This is an optimization exercise on Yosys and OpenROAD, whose aim is a short achievable clock period and few clock cycles, not a production implementation.
Function was checked by simulation only, so behaviour that the tests miss may differ from the original.
Power figures rest on the tool's default switching activity, not on a simulated workload.

File: flow/run.sh
#!/bin/bash
# synth_recipe.tcl (not shown) runs the flow's synth.tcl, then flattens the netlist and writes it again
# the make line also repeats each setting of config.mk as NAME=value (left out here)
make -C /OpenROAD-flow-scripts/flow DESIGN_CONFIG=/design/flow/config.mk WORK_HOME=/design/flow/orfs CLKGATE_MAP_FILE= SYNTH_SCRIPT=/design/flow/synth_recipe.tcl finish
File: flow/design.v
package rv_isa_pkg;
	typedef enum logic [6:0] {
		OP     = 7'b0110011,
		OP_IMM = 7'b0010011,
		LOAD   = 7'b0000011,
		STORE  = 7'b0100011,
		BRANCH = 7'b1100011,
		JAL    = 7'b1101111,
		JALR   = 7'b1100111,
		LUI    = 7'b0110111,
		AUIPC  = 7'b0010111
	} opcode_t;
	typedef struct packed {
		logic [6:0] funct7;
		logic [4:0] rs2;
		logic [4:0] rs1;
		logic [2:0] funct3;
		logic [4:0] rd;
		opcode_t    opcode;
	} r_fmt_t;
	typedef struct packed {
		logic [11:0] imm;
		logic [4:0]  rs1;
		logic [2:0]  funct3;
		logic [4:0]  rd;
		opcode_t     opcode;
	} i_fmt_t;
	typedef struct packed {
		logic [6:0] imm_hi;    
		logic [4:0] rs2;
		logic [4:0] rs1;
		logic [2:0] funct3;
		logic [4:0] imm_lo;    
		opcode_t    opcode;
	} s_fmt_t;
	typedef struct packed {
		logic       imm12;
		logic [5:0] imm10_5;
		logic [4:0] rs2;
		logic [4:0] rs1;
		logic [2:0] funct3;
		logic [3:0] imm4_1;
		logic       imm11;
		opcode_t    opcode;
	} b_fmt_t;
	typedef struct packed {
		logic       imm20;
		logic [9:0] imm10_1;
		logic       imm11;
		logic [7:0] imm19_12;
		logic [4:0] rd;
		opcode_t    opcode;
	} j_fmt_t;
	typedef struct packed {
		logic [19:0] imm31_12;
		logic [4:0]  rd;
		opcode_t     opcode;
	} u_fmt_t;
	typedef union packed {
		r_fmt_t r;
		i_fmt_t i;
		s_fmt_t s;
		b_fmt_t b;
		j_fmt_t j;
		u_fmt_t u;
	} inst_t;
	localparam logic [2:0] F3_ADD  = 3'b000;
	localparam logic [2:0] F3_SLL  = 3'b001;
	localparam logic [2:0] F3_SLT  = 3'b010;
	localparam logic [2:0] F3_SLTU = 3'b011;
	localparam logic [2:0] F3_XOR  = 3'b100;
	localparam logic [2:0] F3_SR   = 3'b101;    
	localparam logic [2:0] F3_OR   = 3'b110;
	localparam logic [2:0] F3_AND  = 3'b111;
	localparam logic [2:0] F3_LB   = 3'b000;
	localparam logic [2:0] F3_LH   = 3'b001;
	localparam logic [2:0] F3_LW   = 3'b010;
	localparam logic [2:0] F3_LBU  = 3'b100;
	localparam logic [2:0] F3_LHU  = 3'b101;
	localparam logic [2:0] F3_BEQ  = 3'b000;
	localparam logic [2:0] F3_BNE  = 3'b001;
	localparam logic [2:0] F3_BLT  = 3'b100;
	localparam logic [2:0] F3_BGE  = 3'b101;
	localparam logic [2:0] F3_BLTU = 3'b110;
	localparam logic [2:0] F3_BGEU = 3'b111;
endpackage
package core_pkg;
	localparam int XLEN  = 32;
	localparam int NREGS = 32;
	typedef logic [XLEN-1:0]          word_t;
	typedef logic [$clog2(NREGS)-1:0] reg_idx_t;
	typedef enum logic [3:0] {
		ALU_ADD,
		ALU_SUB,
		ALU_SLL,
		ALU_SLT,
		ALU_SLTU,
		ALU_XOR,
		ALU_SRL,
		ALU_SRA,
		ALU_OR,
		ALU_AND,
		ALU_PASS_B    
	} alu_op_t;
	typedef enum logic [2:0] {
		IMM_I,
		IMM_S,
		IMM_B,
		IMM_J,
		IMM_U
	} imm_sel_t;
	typedef enum logic [1:0] {
		WB_LOAD,
		WB_ALU,
		WB_PC4
	} wb_sel_t;
	typedef struct packed {
		logic     reg_we;
		logic     a_pc;       
		logic     b_imm;      
		alu_op_t  alu_op;
		imm_sel_t imm_sel;
		wb_sel_t  wb_sel;
		logic     mem_we;
		logic     is_branch;
		logic     is_jump;
	} ctrl_t;
	typedef struct packed {
		word_t addr;     
		word_t wdata;
		logic  we;
	} dmem_req_t;
endpackage
`timescale 1ns/10ps
module decoder (
	input  rv_isa_pkg::inst_t inst,
	output core_pkg::ctrl_t   ctrl
);
	logic alt_bit;    
	function automatic core_pkg::alu_op_t alu_dec(input logic [2:0] funct3, input logic alt);
		core_pkg::alu_op_t op;
		case (funct3)
			rv_isa_pkg::F3_ADD:  op = alt ? core_pkg::ALU_SUB : core_pkg::ALU_ADD;
			rv_isa_pkg::F3_SLL:  op = core_pkg::ALU_SLL;
			rv_isa_pkg::F3_SLT:  op = core_pkg::ALU_SLT;
			rv_isa_pkg::F3_SLTU: op = core_pkg::ALU_SLTU;
			rv_isa_pkg::F3_XOR:  op = core_pkg::ALU_XOR;
			rv_isa_pkg::F3_SR:   op = alt ? core_pkg::ALU_SRA : core_pkg::ALU_SRL;
			rv_isa_pkg::F3_OR:   op = core_pkg::ALU_OR;
			rv_isa_pkg::F3_AND:  op = core_pkg::ALU_AND;
			default:             op = core_pkg::ALU_ADD;
		endcase
		alu_dec = op;
	endfunction
	assign alt_bit = inst.r.funct7[5];
	always_comb begin
		ctrl = '0;    
		case (inst.r.opcode)
			rv_isa_pkg::OP: begin
				ctrl.reg_we = 1'b1;
				ctrl.wb_sel = core_pkg::WB_ALU;
				ctrl.alu_op = alu_dec(inst.r.funct3, alt_bit);
			end
			rv_isa_pkg::OP_IMM: begin
				ctrl.reg_we  = 1'b1;
				ctrl.b_imm   = 1'b1;
				ctrl.imm_sel = core_pkg::IMM_I;
				ctrl.wb_sel  = core_pkg::WB_ALU;
				ctrl.alu_op  = alu_dec(inst.i.funct3,
					alt_bit && (inst.i.funct3 == rv_isa_pkg::F3_SR));
			end
			rv_isa_pkg::LOAD: begin
				ctrl.reg_we  = 1'b1;
				ctrl.b_imm   = 1'b1;
				ctrl.imm_sel = core_pkg::IMM_I;
				ctrl.alu_op  = core_pkg::ALU_ADD;
				ctrl.wb_sel  = core_pkg::WB_LOAD;
			end
			rv_isa_pkg::STORE: begin
				ctrl.b_imm   = 1'b1;
				ctrl.imm_sel = core_pkg::IMM_S;
				ctrl.alu_op  = core_pkg::ALU_ADD;
				ctrl.mem_we  = (inst.s.funct3 == rv_isa_pkg::F3_LW);    
			end
			rv_isa_pkg::BRANCH: begin
				ctrl.a_pc      = 1'b1;
				ctrl.b_imm     = 1'b1;
				ctrl.imm_sel   = core_pkg::IMM_B;
				ctrl.alu_op    = core_pkg::ALU_ADD;    
				ctrl.is_branch = 1'b1;
			end
			rv_isa_pkg::JAL: begin
				ctrl.reg_we  = 1'b1;
				ctrl.a_pc    = 1'b1;
				ctrl.b_imm   = 1'b1;
				ctrl.imm_sel = core_pkg::IMM_J;
				ctrl.alu_op  = core_pkg::ALU_ADD;
				ctrl.wb_sel  = core_pkg::WB_PC4;
				ctrl.is_jump = 1'b1;
			end
			rv_isa_pkg::JALR: begin
				ctrl.reg_we  = 1'b1;
				ctrl.b_imm   = 1'b1;
				ctrl.imm_sel = core_pkg::IMM_I;
				ctrl.alu_op  = core_pkg::ALU_ADD;    
				ctrl.wb_sel  = core_pkg::WB_PC4;
				ctrl.is_jump = 1'b1;
			end
			rv_isa_pkg::LUI: begin
				ctrl.reg_we  = 1'b1;
				ctrl.b_imm   = 1'b1;
				ctrl.imm_sel = core_pkg::IMM_U;
				ctrl.alu_op  = core_pkg::ALU_PASS_B;
				ctrl.wb_sel  = core_pkg::WB_ALU;
			end
			rv_isa_pkg::AUIPC: begin
				ctrl.reg_we  = 1'b1;
				ctrl.a_pc    = 1'b1;
				ctrl.b_imm   = 1'b1;
				ctrl.imm_sel = core_pkg::IMM_U;
				ctrl.alu_op  = core_pkg::ALU_ADD;
				ctrl.wb_sel  = core_pkg::WB_ALU;
			end
			default: ctrl = '0;
		endcase
	end
endmodule
`timescale 1ns/10ps
module imm_gen (
	input  rv_isa_pkg::inst_t  inst,
	input  core_pkg::imm_sel_t imm_sel,
	output core_pkg::word_t    imm
);
	always_comb begin
		case (imm_sel)
			core_pkg::IMM_I:
				imm = {{20{inst.i.imm[11]}}, inst.i.imm};
			core_pkg::IMM_S:
				imm = {{20{inst.s.imm_hi[6]}}, inst.s.imm_hi, inst.s.imm_lo};
			core_pkg::IMM_B:    
				imm = {{19{inst.b.imm12}}, inst.b.imm12, inst.b.imm11,
					inst.b.imm10_5, inst.b.imm4_1, 1'b0};
			core_pkg::IMM_J:
				imm = {{11{inst.j.imm20}}, inst.j.imm20, inst.j.imm19_12,
					inst.j.imm11, inst.j.imm10_1, 1'b0};
			core_pkg::IMM_U:
				imm = {inst.u.imm31_12, 12'b0};
			default:
				imm = '0;
		endcase
	end
endmodule
`timescale 1ns/10ps
module alu (
	input  core_pkg::word_t   a,
	input  core_pkg::word_t   b,
	input  core_pkg::alu_op_t op,
	output core_pkg::word_t   result
);
	logic [4:0] shamt;
	assign shamt = b[4:0];    
	always_comb begin
		case (op)
			core_pkg::ALU_ADD:    result = a + b;
			core_pkg::ALU_SUB:    result = a - b;
			core_pkg::ALU_SLL:    result = a << shamt;
			core_pkg::ALU_SLT:    result = core_pkg::word_t'($signed(a) < $signed(b));
			core_pkg::ALU_SLTU:   result = core_pkg::word_t'(a < b);
			core_pkg::ALU_XOR:    result = a ^ b;
			core_pkg::ALU_SRL:    result = a >> shamt;
			core_pkg::ALU_SRA:    result = $signed(a) >>> shamt;
			core_pkg::ALU_OR:     result = a | b;
			core_pkg::ALU_AND:    result = a & b;
			core_pkg::ALU_PASS_B: result = b;
			default:              result = '0;
		endcase
	end
endmodule
`timescale 1ns/10ps
module regfile (
	input  logic                clk,
	input  logic                reset,
	input  core_pkg::reg_idx_t  rs1,
	input  core_pkg::reg_idx_t  rs2,
	input  core_pkg::reg_idx_t  rd,
	input  logic                we,
	input  core_pkg::word_t     wdata,
	output core_pkg::word_t     rs1_data,
	output core_pkg::word_t     rs2_data
);
	core_pkg::word_t regs [core_pkg::NREGS];
	always_ff @(posedge clk or posedge reset) begin
		if (reset) begin
			for (int i = 0; i < core_pkg::NREGS; i++) begin
				regs[i] <= '0;
			end
		end else if (we && (rd != '0)) begin
			regs[rd] <= wdata;    
		end
	end
	assign rs1_data = (rs1 == '0) ? '0 : regs[rs1];
	assign rs2_data = (rs2 == '0) ? '0 : regs[rs2];
endmodule
`timescale 1ns/10ps
module fetch_unit (
	input  logic              clk,
	input  logic              reset,
	input  rv_isa_pkg::inst_t inst,
	input  core_pkg::ctrl_t   ctrl,
	input  core_pkg::word_t   rs1_data,
	input  core_pkg::word_t   rs2_data,
	input  core_pkg::word_t   target,
	output core_pkg::word_t   pc,
	output core_pkg::word_t   pc4
);
	logic            eq;
	logic            lt;
	logic            ltu;
	logic            cond;
	logic            redirect;
	core_pkg::word_t next_pc;
	assign eq  = (rs1_data == rs2_data);
	assign lt  = ($signed(rs1_data) < $signed(rs2_data));
	assign ltu = (rs1_data < rs2_data);
	always_comb begin
		case (inst.b.funct3)
			rv_isa_pkg::F3_BEQ:  cond = eq;
			rv_isa_pkg::F3_BNE:  cond = !eq;
			rv_isa_pkg::F3_BLT:  cond = lt;
			rv_isa_pkg::F3_BGE:  cond = !lt;
			rv_isa_pkg::F3_BLTU: cond = ltu;
			rv_isa_pkg::F3_BGEU: cond = !ltu;
			default:             cond = 1'b0;
		endcase
	end
	assign redirect = ctrl.is_jump || (ctrl.is_branch && cond);
	assign pc4      = pc + 32'd4;
	assign next_pc  = redirect ? {target[31:1], 1'b0} : pc4;
	always_ff @(posedge clk or posedge reset) begin
		if (reset)
			pc <= '0;
		else
			pc <= next_pc;
	end
endmodule
`timescale 1ns/10ps
module lsu (
	input  rv_isa_pkg::inst_t   inst,
	input  core_pkg::ctrl_t     ctrl,
	input  core_pkg::word_t     addr,
	input  core_pkg::word_t     store_data,
	input  core_pkg::word_t     dmem_rdata,
	output core_pkg::dmem_req_t dmem_req,
	output core_pkg::word_t     load_data
);
	logic [7:0]  lane_b;
	logic [15:0] lane_h;
	assign dmem_req.addr  = addr;
	assign dmem_req.wdata = store_data;
	assign dmem_req.we    = ctrl.mem_we;
	assign lane_b = dmem_rdata[{addr[1:0], 3'b000} +: 8];
	assign lane_h = addr[1] ? dmem_rdata[31:16] : dmem_rdata[15:0];
	always_comb begin
		case (inst.i.funct3)
			rv_isa_pkg::F3_LB:  load_data = {{24{lane_b[7]}}, lane_b};
			rv_isa_pkg::F3_LH:  load_data = {{16{lane_h[15]}}, lane_h};
			rv_isa_pkg::F3_LW:  load_data = dmem_rdata;
			rv_isa_pkg::F3_LBU: load_data = {24'b0, lane_b};
			rv_isa_pkg::F3_LHU: load_data = {16'b0, lane_h};
			default:            load_data = '0;
		endcase
	end
endmodule
`timescale 1ns/10ps
module rv_core (
	input  logic                clk,
	input  logic                reset,
	output core_pkg::word_t     imem_addr,
	input  rv_isa_pkg::inst_t   imem_data,
	output core_pkg::dmem_req_t dmem_req,
	input  core_pkg::word_t     dmem_rdata
);
	core_pkg::ctrl_t ctrl;
	core_pkg::word_t imm;
	core_pkg::word_t rs1_data;
	core_pkg::word_t rs2_data;
	core_pkg::word_t alu_a;
	core_pkg::word_t alu_b;
	core_pkg::word_t alu_result;    
	core_pkg::word_t pc;
	core_pkg::word_t pc4;
	core_pkg::word_t load_data;
	core_pkg::word_t wb_data;
	assign imem_addr = pc;
	decoder u_decoder (
		.inst (imem_data),
		.ctrl (ctrl)
	);
	imm_gen u_imm_gen (
		.inst    (imem_data),
		.imm_sel (ctrl.imm_sel),
		.imm     (imm)
	);
	regfile u_regfile (
		.clk      (clk),
		.reset    (reset),
		.rs1      (imem_data.r.rs1),
		.rs2      (imem_data.r.rs2),
		.rd       (imem_data.r.rd),
		.we       (ctrl.reg_we),
		.wdata    (wb_data),
		.rs1_data (rs1_data),
		.rs2_data (rs2_data)
	);
	assign alu_a = ctrl.a_pc  ? pc  : rs1_data;
	assign alu_b = ctrl.b_imm ? imm : rs2_data;
	alu u_alu (
		.a      (alu_a),
		.b      (alu_b),
		.op     (ctrl.alu_op),
		.result (alu_result)
	);
	fetch_unit u_fetch (
		.clk      (clk),
		.reset    (reset),
		.inst     (imem_data),
		.ctrl     (ctrl),
		.rs1_data (rs1_data),
		.rs2_data (rs2_data),
		.target   (alu_result),
		.pc       (pc),
		.pc4      (pc4)
	);
	lsu u_lsu (
		.inst       (imem_data),
		.ctrl       (ctrl),
		.addr       (alu_result),
		.store_data (rs2_data),
		.dmem_rdata (dmem_rdata),
		.dmem_req   (dmem_req),
		.load_data  (load_data)
	);
	always_comb begin
		case (ctrl.wb_sel)
			core_pkg::WB_LOAD: wb_data = load_data;
			core_pkg::WB_ALU:  wb_data = alu_result;
			core_pkg::WB_PC4:  wb_data = pc4;    
			default:           wb_data = alu_result;
		endcase
	end
endmodule
File: flow/config.mk
export PLATFORM = sky130hd
export DESIGN_NAME = rv_core
export DESIGN_NICKNAME = rv_core
export VERILOG_FILES = /design/flow/design.v
export SDC_FILE = /design/flow/constraint.sdc
export NUM_CORES = 4
export LEC_CHECK = 0
export ABC_CLOCK_PERIOD_IN_PS = 6000
export CAP_MARGIN = 20
export CORE_MARGIN = 2
export CORE_UTILIZATION = 30
export SETUP_SLACK_MARGIN = 5
export SLEW_MARGIN = 20
export TNS_END_PERCENT = 10
File: flow/constraint.sdc
create_clock -name core_clock -period 11.0 [get_ports {clk}]
set_input_delay 2.2000 -clock core_clock [delete_from_list [all_inputs] [get_ports {clk}]]
set_output_delay 2.2000 -clock core_clock [all_outputs]
set_load 0.01 [all_outputs]
==> results by group <==
Power
  – Maximum vdd drop: 0.132 mV
  – Switching pwr: about 0.0038 W
  – Net Sw Frac: 0.337
  – Sequential share of power: 0.375
  – LEAKAGE: 41.2 nW
  – P per Cell Area: about 120 nW/um^2
  – Clock power share: 0.396
  – Combinational share of power: 0.228
  – Power Internal: between 0.007 and 0.008 W

Run status
  – Status: finished clean

Die
  – Initial Utilization: 0.302
  – Die Span X: ~480 um
  – Die area: around 230000 sq um
  – Die H: about 480 um
  – Rows: 173
  – Ports: approximately 160
  – Core Region: roughly 220000 sq um

Worst setup path
  – Crit path DAT: roughly 8.2 ns
  – Critical path class: input pin to output pin
  – Worst reg2reg setup slack: roughly 2.7 ns
  – Crit. End Element: output pin
  – Buf/Inv on CP: 12
  – CP top delay family: buffers and inverters
  – Worst Path Max Fanout: 8
  – Cell mode on critical path: buf_4
  – Crit path max-delay cell type: a31oi_2
  – CP peak stage delay: about 0.41 ns
  – Worst endpoint required time: a little under 9 ns
  – Startpoint Class: input pin

Detailed routing
  – Drt drc: 0
  – DR vias: between 80000 and 90000
  – Vias/cell: about 6.7
  – Drt initial violations: roughly 15000
  – Routed WL per cell: between 40 and 50 um
  – DR pass1 iterations: 10
  – Final Routed Wirelength: between 500000 and 600000 um
  – Post-DRT Antenna Nets: 0

Global route
  – Total track usage: 0.420
  – Grt ovf: 0
  – Met2 Usage GRT: 0.574
  – Global-route met3 utilization: 0.181
  – Largest net degree at the start of global routing: approximately 140
  – Vias in the first global route: 74300
  – Grt peak-use layer: met2
  – M1 GR Usage: 0.532
  – Initial antenna violation count: 59
  – Global-route wire length before repair: roughly 660000 um

CTS
  – CTS tree: done
  – Clk buf depth: 3
  – Inserted Clock Buffers: around 120
  – CTS clk-pin slew, worst paths: about 0.070 ns
  – H-tree depth: 3
  – Clk root buf: clkbuf_16
  – Clock latency at the later pin of the worst-skew pair: 0.86 ns
  – Clk sinks: 1023

Timing
  – Worst Skew: ~0.12 ns
  – Final Setup Violations: 0
  – Fin. Hold Viols: 0
  – Worst relative slew slack: 0.173
  – Minimum clock period after layout: 10.36 ns
  – Measured slew at the worst slew-check pin: around 1.2 ns
  – RSZ-0062 raised after global routing: true
  – Final setup TNS: 0 ns
  – Pins Over Slew Limit: 0
  – Period utilisation layout: 0.942
  – Fmax: 0.0965 GHz

Cells and area
  – Commonest non-fill, non-tap cell in the layout: buf_4
  – Fin nets: ~9000
  – Final cell count without fillers: between 10000 and 15000
  – Layout area overhead: 37.5%
  – Share of post-route cells with drive strength above 1: 0.307
  – Fillers: approximately 22000
  – Most frequent cells in the layout: buf_4, dfrtp_1, nand2_1

Placed design
  – Port Buffers: 161
  – Routability cong.: 1.09
  – Cells after DPL: approximately 11000
  – Post-DP HPWL: 354000 um

Synth
  – Synthesis warning total: 8
  – Synth async-reset ratio: 1.00
  – Cells after Synth: a little under 8000
  – #FFs+latches synth: around 1000
  – EDFF count, synth: 0
  – Seq/Total Area, Yosys: 0.382
  – Cell variety after synth: 121
  – Ys flop type: dfrtp_1
  – Syn nets: roughly 7900
  – Average size of a mapped cell: a little under 9 sq um
  – Synthesized area: between 60000 and 70000 sq um

Run
  – Max Cap Violations: 0

Worst hold path
  – Worst Hold Class: register to register
## worst register-to-register path: cells and delay by family, from the launching register on
| family | cells | cell delay, ns |
|---|---|---|
| AO/OA/AOI/OAI | 12 | 2.27 |
| multiplexers | 1 | 0.30 |
| AND/OR/NAND/NOR | 6 | 1.82 |
| adder cells (fa/ha/maj) | 1 | 0.23 |
| flip-flops | 1 | 0.58 |
| buffers and inverters | 24 | 2.96 |
## power groups by stage
stage	clock (W)	combinational, W	sequential [W]
floorplan	0	0.000965	0.00414
CTS	0.00444	0.00235	0.00420
detailed placement	0	0.00217	0.00426
global placement	0	0.00217	0.00426
finish	0.00446	0.00257	0.00422
global route	0.00459	0.00262	0.00422
## flip-flops by register name, summed over array words and instances (netlist names)
signal and flops:
u_fetch.pc 31, u_regfile.regs 992
## cell type report
| cell class | instances | area [sq um] | area share |
|---|---|---|---|
| multi-input combinational | 5812 | 41200 | 0.447 |
| sequential | 1023 | 25600 | 0.278 |
| timing repair buffer | 1739 | 16600 | 0.181 |
| tap | 2975 | 3720 | 0.0404 |
| clock buffer | 154 | 3290 | 0.0357 |
| clock inverter | 65 | 983 | 0.0107 |
| inverter | 163 | 623 | 0.00676 |
| antenna | 39 | 97.6 | 0.00106 |
## through the flow
step	setup WS [ns]	total power (W)	hold slack, ns	utilization	cell area [sq um]
after floorplan	-5.30	0.00510	0.453	-	67000
after global placement	-1.05	0.00643	0.485	0.366	81400
after detailed placement	-0.876	0.00644	0.496	0.366	81400
after CTS	0.752	0.0110	0.509	0.405	89900
after global routing	0.608	0.0114	0.535	0.415	92100
final	0.638	0.0113	0.513	0.415	92100
## synthesized netlist by cell type (all sizes together), types with 39 or more instances
library cell / n / area share
mux2i: 137 / 0.021
o211ai: 40 / 0.0046
dfrtp: 1023 / 0.38
clkbuf: 495 / 0.028
a2111oi: 125 / 0.017
o21ai: 509 / 0.038
nand2: 834 / 0.047
nor2: 640 / 0.036
nand3: 267 / 0.020
a31oi: 133 / 0.012
nand4: 133 / 0.012
a221oi: 65 / 0.0085
o31ai: 83 / 0.0096
inv: 162 / 0.0091
o221ai: 39 / 0.0054
buf: 252 / 0.021
ha: 131 / 0.024
a22oi: 507 / 0.057
and2: 41 / 0.0038
a22o: 46 / 0.0060
nor4: 44 / 0.0046
nor3: 135 / 0.010
mux2: 344 / 0.058
and3: 355 / 0.033
a211oi: 127 / 0.015
a21oi: 438 / 0.033
## timing repair
action,in CTS,in global routing
setup endpoints to repair,1088,1088
hold buffers,0,0
gates resized for setup,625,309
buffers inserted,174,56
pin swaps,181,186
gates cloned,9,12
## metal layers
layer	vias to the layer above	share of wire
met5	-	0.00087
met4	48	0.085
met3	2094	0.15
met2	7446	0.39
met1	39900	0.38
li1	31300	-
## cell families after synthesis
kind of cell / after synthesis / synth area share
AOI/OAI and AO/OA: 2448 / 0.252
and+or+nand+nor: 2689 / 0.195
muxes: 490 / 0.0819
other: 1 / 0.0000560
xor gates and xnor gates: 51 / 0.00667
adders and majority gates: 133 / 0.0251
buffers and inverters: 910 / 0.0576
DFF: 1023 / 0.382
## final timing paths
path,from,to,cells past startpoint
worst min-delay path,u_regfile.regs[1][16]$_DFFE_PP0P_,u_regfile.regs[1][16]$_DFFE_PP0P_,2
max in group asynchronous,reset,u_regfile.regs[11][21]$_DFFE_PP0P_,4
worst min register to register,u_regfile.regs[1][16]$_DFFE_PP0P_,u_regfile.regs[1][16]$_DFFE_PP0P_,2
worst max-delay path,imem_data[15],dmem_req[49],28
worst max register to register,u_regfile.regs[12][2]$_DFFE_PP0P_,u_regfile.regs[1][5]$_DFFE_PP0P_,44
min in group asynchronous,reset,u_regfile.regs[8][19]$_DFFE_PP0P_,3
Testbench counts, summed over its fixed seeds: cycles 38,141.

[port drivers added, routing unchanged]
Ports are ideal in the flow. The routed layout listed here was re-timed in OpenROAD.
Step 1 sets driving cells, clkbuf_16 on the clock port and buf_2 on the other inputs (assumed; they add their load-dependent delay and slew).
Step 2 moves the port delays by t, midway between the first and last clock arrival at a register: inputs arrive t later, outputs are due t later. That takes back most of the time a late clock gives input paths.
a / b / c = ideal / step 1 / step 2; a / b = the first two.
t, ns: 0.896
slack for setup (ns): 0.638 / 0.582 / 0.219
worst hold slack (ns): 0.513 / 0.513 / 0.513
cell pins on the clock port's net: 1
After both steps this run still meets setup and hold. The setup slack of this run moves by -0.056 ns with the drivers and by -0.419 ns with both steps.
